Background: an optimization exercise with open tools, aiming at small area. Do not read the settings as production practice. RTL that was checked went through simulation tests only; none was proved equivalent to the original.

== lane 1 ==
// latlon_six_byte_encoder
module latlon_six_byte_encoder (
  input  logic               clk,
  input  logic               rst,
  input  logic               coord_valid,
  output logic               coord_ready,
  input  logic signed [23:0] coord_lat_sixteenths,
  input  logic signed [25:0] coord_lon_sixteenths,
  output logic               result_valid,
  input  logic               result_ready,
  output logic               result_valid_res,
  output logic [47:0]        result_code
);
Size in the first run: ~900 cells after synthesis, roughly 51 flip-flops, about 8800 um2 of cells after synthesis.
==> flow/config.mk <==
export PLATFORM = sky130hd
export DESIGN_NAME = latlon_six_byte_encoder
export DESIGN_NICKNAME = latlon_six_byte_encoder
export VERILOG_FILES = /design/flow/design.v
export SDC_FILE = /design/flow/constraint.sdc
export NUM_CORES = 4
export LEC_CHECK = 0
export CAP_MARGIN = 20
export CORE_MARGIN = 2
export CORE_UTILIZATION = 55
export GPL_TIMING_DRIVEN = 1
export SLEW_MARGIN = 20
==> flow/constraint.sdc <==
create_clock -name core_clock -period 7.0 [get_ports {clk}]
set_input_delay 1.4000 -clock core_clock [delete_from_list [all_inputs] [get_ports {clk}]]
set_output_delay 1.4000 -clock core_clock [all_outputs]
set_load 0.01 [all_outputs]
standard.sh (not shown) runs the stock make flow with config.mk's settings and CLKGATE_MAP_FILE= SYNTH_SCRIPT=/design/flow/synth_recipe.tcl, a recipe that flattens the netlist after the stock synthesis.
==> flow/flow/run.sh <==
#!/bin/bash
# Standard layout, but with the smallest buffer on the ports instead of the
# default delay-cell buffer. Each tool's output goes to a log file here.
set -euo pipefail
bash standard.sh "BUFFER_PORTS_ARGS=-buffer_cell sky130_fd_sc_hd__buf_1" finish > standard.log 2>&1
Every stage of the flow completed for lane 1, and the final layout passed the timing, DRC and antenna checks.
diff inputs: lane 1 => lane 2
-- flow/config.mk --
<<< lane 1, line 9
export CORE_MARGIN = 2
export CORE_UTILIZATION = 55
export GPL_TIMING_DRIVEN = 1
export SLEW_MARGIN = 20
>>> lane 2, line 9
export CORE_MARGIN = 2
export CORE_UTILIZATION = 55
export GPL_TIMING_DRIVEN = 0
export SLEW_MARGIN = 20
Notes after the runs:
Lane 2 vs. lane 1: setup slack went down by 11 ps.
From lane 1 to lane 2 the numbers moved as follows: wire length of the first global-routing pass has decreased; total wirelength of the detailed-routed design has decreased.
For lane 3, these inputs were changed with respect to lane 2:
-- flow/config.mk --
<<< lane 2, line 10
export CORE_UTILIZATION = 55
export GPL_TIMING_DRIVEN = 0
export SLEW_MARGIN = 20
>>> lane 3, line 10
export CORE_UTILIZATION = 55
export GPL_TIMING_DRIVEN = 0
export PLACE_DENSITY = 0.75
export SLEW_MARGIN = 20
Lane 3 completed end to end with timing, DRC and antenna clean.
Startpoint of the worst setup timing path = coord_lat_sixteenths[9]: lane 2; startpoint of the worst setup timing path = pz_b[0]: lane 3
Status: mux contribution to synthesized area parity (lane 2, lane 3)
Of lane 3 and lane 2, lane 3 shows the lower required time of the critical path, with lane 2 above it.
Lane 2 -> lane 3: synthesized net count delta 0, exact match
Any difference in post-CTS clock slew at the launch and capture registers of the worst setup and hold paths between lane 2 and lane 3 is small enough to ignore.
Between lane 3 and lane 2, the difference in top achievable clock speed is negligible.
Going from lane 2 to lane 3, headroom to the max-slew limit grows by 7.7 points.
Diff lane 2 -> lane 3: via count now larger.

---

latlon_six_byte_encoder, a different RTL version from the one above (not shown whole).
For scale: about 830 cells after synthesis, roughly 53 flip-flops, about 110 I/O pins.
## latlon_six_byte_encoder
module latlon_six_byte_encoder (
  input  logic               clk,
  input  logic               rst,
  input  logic               coord_valid,
  output logic               coord_ready,
  input  logic signed [23:0] coord_lat_sixteenths,
  input  logic signed [25:0] coord_lon_sixteenths,
  output logic               result_valid,
  input  logic               result_ready,
  output logic               result_valid_res,
  output logic [47:0]        result_code
);
  logic        v;
  logic        ok_in;
  logic        pole_in;
  logic [3:0]  mq_a, p_a, sr_a;
  logic [3:0]  mq_b, p_b, sr_b;
  logic        b_a_in, b_b_in;
  logic        lon_zero;
  logic [8:0]  lon_z;
  logic [8:0]  wrap;
  logic [7:0]  pz_a_in;
  logic [8:0]  pz_b_in;
  logic        ok;
  logic [7:0]  pz_a;
  logic [12:0] low_a;
  logic [3:0]  x_a;
  logic [8:0]  pz_b;
  logic [12:0] low_b;
  logic [3:0]  x_b;
  assign coord_ready  = !v || result_ready;
  assign result_valid = v;
  always_ff @(posedge clk) begin
    if (rst) begin
      v <= 1'b0;
    end else if (coord_ready) begin
      v <= coord_valid;
    end
  end
  llse_split u_split (
    .lat  (coord_lat_sixteenths),
    .ok   (ok_in),
    .pole (pole_in)
  );
  llse_prep #(.LON(0)) u_prep_a (
    .y  ({{2{coord_lat_sixteenths[23]}}, coord_lat_sixteenths[23:4]}),
    .mq (mq_a),
    .p  (p_a),
    .sr (sr_a),
    .b  (b_a_in)
  );
  llse_prep #(.LON(1)) u_prep_b (
    .y  (coord_lon_sixteenths[25:4]),
    .mq (mq_b),
    .p  (p_b),
    .sr (sr_b),
    .b  (b_b_in)
  );
  assign pz_a_in = coord_lat_sixteenths[15:8] + {coord_lat_sixteenths[10:8], 5'b0} + 8'd90;
  assign lon_z   = coord_lon_sixteenths[16:8];
  always_comb begin
    if (coord_lon_sixteenths >= llse_pkg::TURN) begin
      wrap = 9'd152;               
    end else if (!coord_lon_sixteenths[25]) begin
      wrap = 9'd0;
    end else if (coord_lon_sixteenths >= llse_pkg::NEG_TURN) begin
      wrap = 9'd360;
    end else begin
      wrap = 9'd208;               
    end
  end
  assign pz_b_in = lon_z + {lon_z[3:0], 5'b0} + {lon_z[0], 8'b0} + wrap;
  assign lon_zero = pole_in || !ok_in;
  ...
==> flow/config.mk <==
export PLATFORM = sky130hd
export DESIGN_NAME = latlon_six_byte_encoder
export DESIGN_NICKNAME = latlon_six_byte_encoder
export VERILOG_FILES = /design/flow/design.v
export SDC_FILE = /design/flow/constraint.sdc
export NUM_CORES = 4
export LEC_CHECK = 0
export CAP_MARGIN = 20
export CORE_MARGIN = 2
export CORE_UTILIZATION = 40
export SLEW_MARGIN = 20
==> flow/constraint.sdc <==
create_clock -name core_clock -period 7.0 [get_ports {clk}]
set_input_delay 1.4000 -clock core_clock [delete_from_list [all_inputs] [get_ports {clk}]]
set_output_delay 1.4000 -clock core_clock [all_outputs]
set_load 0.01 [all_outputs]
run.sh (not shown) runs the stock make flow with config.mk's settings and CLKGATE_MAP_FILE= SYNTH_SCRIPT=/design/flow/synth_recipe.tcl, a recipe that flattens the netlist after the stock synthesis.
Stock flow here: none of the scripts above is used.
The first run finished with negative setup slack left.
Rerun with:
- CORE_UTILIZATION: 40 -> 65
- GPL_TIMING_DRIVEN: not set -> 0
- PLACE_DENSITY: not set -> 0.75
The new run produced a layout that fails on negative setup slack.
Worst setup slack is worse by 0.53 ns.
Global-route usage rises by 13 points.
Maximum frequency falls by 6.7%.
Count of clock-buffer cells in the layout stays the same.
Register-to-register slack is better by 0.08 ns.
Sequential share of layout area rises by 1.1 points.
First-iteration DRC count rises by about 100%.
Cell count falls by 16%.
Rerun with:
- CORE_UTILIZATION: 65 -> 40
- PLACE_DENSITY: 0.75 -> not set
Outcome: The new run finished but failed the layout checks on negative setup slack. Synthesized area is unchanged. Sequential share of layout area is about the same. Wire length is lower by 26%. Non-clock buffer count decreases by 16. Hold slack degrades by 0.39 ns. Cell count came out higher by 7.5%. Cell area went down by 0.55%. Critical path depth stays the same. Flip-flop and latch count is unchanged.
Rerun with:
==> flow/flow/run.sh (new file) <==
#!/bin/bash
# Standard layout, but with the smallest buffer on the ports instead of the
# default delay-cell buffer. Each tool's output goes to a log file here.
set -euo pipefail
bash standard.sh "BUFFER_PORTS_ARGS=-buffer_cell sky130_fd_sc_hd__buf_1" finish > standard.log 2>&1
==> flow/standard.sh (new file) <==
#!/bin/bash
# synth_recipe.tcl (not shown) runs the flow's synth.tcl, then flattens the netlist and writes it again
# the make line also repeats each setting of config.mk as NAME=value (left out here)
make -C /OpenROAD-flow-scripts/flow DESIGN_CONFIG=/design/flow/config.mk WORK_HOME=/design/flow/orfs CLKGATE_MAP_FILE= SYNTH_SCRIPT=/design/flow/synth_recipe.tcl "${@:-finish}"
removed: flow/run.sh
The changed run finished with negative setup slack left.
Hold slack improves by 0.35 ns.
Maximum frequency is about the same.
Register-to-register slack is worse by 0.13 ns.
Critical path depth stays the same.
Cell area came out lower by a few percent.
Synthesized cell count does not change.
Clock-buffer cell count does not change.
Synthesized area stays the same.
Cell count barely changes.
Die area stays the same.
Function was not checked in any run of this note: the RTL went through the layout flow alone.

---

latlon_six_byte_encoder, a different RTL version from the one above (not shown whole).
For scale: ~850 cells after synthesis, roughly 110 I/O pins, ~8300 µm² of cells after synthesis.
export LEC_CHECK = 0
export CAP_MARGIN = 20
export CORE_MARGIN = 2
export CORE_UTILIZATION = 70
export GPL_TIMING_DRIVEN = 0
export SLEW_MARGIN = 20
create_clock -name core_clock -period 7.0 [get_ports {clk}]
standard.sh (not shown) runs the stock make flow with config.mk's settings and CLKGATE_MAP_FILE= SYNTH_SCRIPT=/design/flow/synth_recipe.tcl, a recipe that flattens the netlist after the stock synthesis.
==> flow/flow/run.sh <==
#!/bin/bash
# Standard layout, but with the smallest buffer on the ports instead of the
# default delay-cell buffer. Each tool's output goes to a log file here.
set -euo pipefail
bash standard.sh "BUFFER_PORTS_ARGS=-buffer_cell sky130_fd_sc_hd__buf_1" finish > standard.log 2>&1
Edit:
--- a/flow/config.mk
+++ b/flow/config.mk
@@ -10 +10,2 @@
-export CORE_UTILIZATION = 70
+export CORE_UTILIZATION = 55
+export CTS_BUF_LIST = sky130_fd_sc_hd__clkbuf_8
After rerunning: The changed run finished clean. Critical path depth is lower by 1. Area after synthesis does not change. Register-to-register slack stays flat. Clock-buffer cell count does not change. Non-clock buffer count is higher by 6. Via count is lower by 2.2%. Global-route usage is lower by 7.3 points. Utilization is lower by 17 points. Hold slack got worse by 0.011 ns.
Edit:
--- a/flow/config.mk
+++ b/flow/config.mk
@@ -11 +10,0 @@
-export CTS_BUF_LIST = sky130_fd_sc_hd__clkbuf_8
Global-route usage is higher by 0.16 points.
Final cell count shrinks by about 0.34%.
Clock-buffer cell count does not change.
Critical path depth is unchanged.
Area after synthesis does not change.
Routed wire length hardly moves.
Utilization is higher by 0.17 points.
Register-to-register slack barely changes.
Design area hardly moves.

## static timing again, ports no longer ideal
The results above use ideal ports. As a check the final layouts listed here were re-extracted and re-timed, cells and wires unchanged.
Step 1, drivers: a clkbuf_16 drives clk and a buf_2 each remaining input, both assumed.
Step 2 adds t to the input delays and takes it off the output delays; t is the mean of the earliest and latest rising clock arrival at the registers after step 1. Input paths then give back, and output paths get back, about the clock's delay inside the block.
a / b / c = no drivers / after step 1 / after step 2; a / b = the first two.
| run | shift t [ns] | setup WS [ns] | worst setup path at the end | cell pins on the clock port's net |
|---|---|---|---|---|
| lane 1 | 0.347 | 0.205 / 0.162 / -0.097 | input to register | 1 |
| lane 2 | 0.343 | 0.194 / 0.213 / -0.127 | input to register | 1 |
| lane 3 | 0.337 | 0.210 / 0.173 / -0.111 | input to register | 1 |
| the first run of note 2 | 0.347 | -0.462 / -0.505 / -0.158 | register to output | 1 |
| the second run of note 2 | 0.349 | -0.997 / -1.035 / -0.685 | register to output | 1 |
| the third run of note 2 | 0.327 | -0.464 / -0.502 / -0.176 | register to output | 1 |
| the fourth run of note 2 | 0.335 | -0.484 / -0.524 / -0.190 | register to output | 1 |
| the first run of note 3 | 0.340 | 0.192 / 0.208 / -0.132 | input to register | 1 |
| the second run of note 3 | 0.340 | 0.218 / 0.188 / -0.114 | input to register | 1 |
| the third run of note 3 | 0.331 | 0.229 / 0.190 / -0.084 | input to register | 1 |
Met with ideal ports but missed after step 2: setup timing in 6 of these runs. The setup slack of the second run of note 3, which loses most, moves by -0.030 ns with the drivers and by -0.332 ns with both steps.
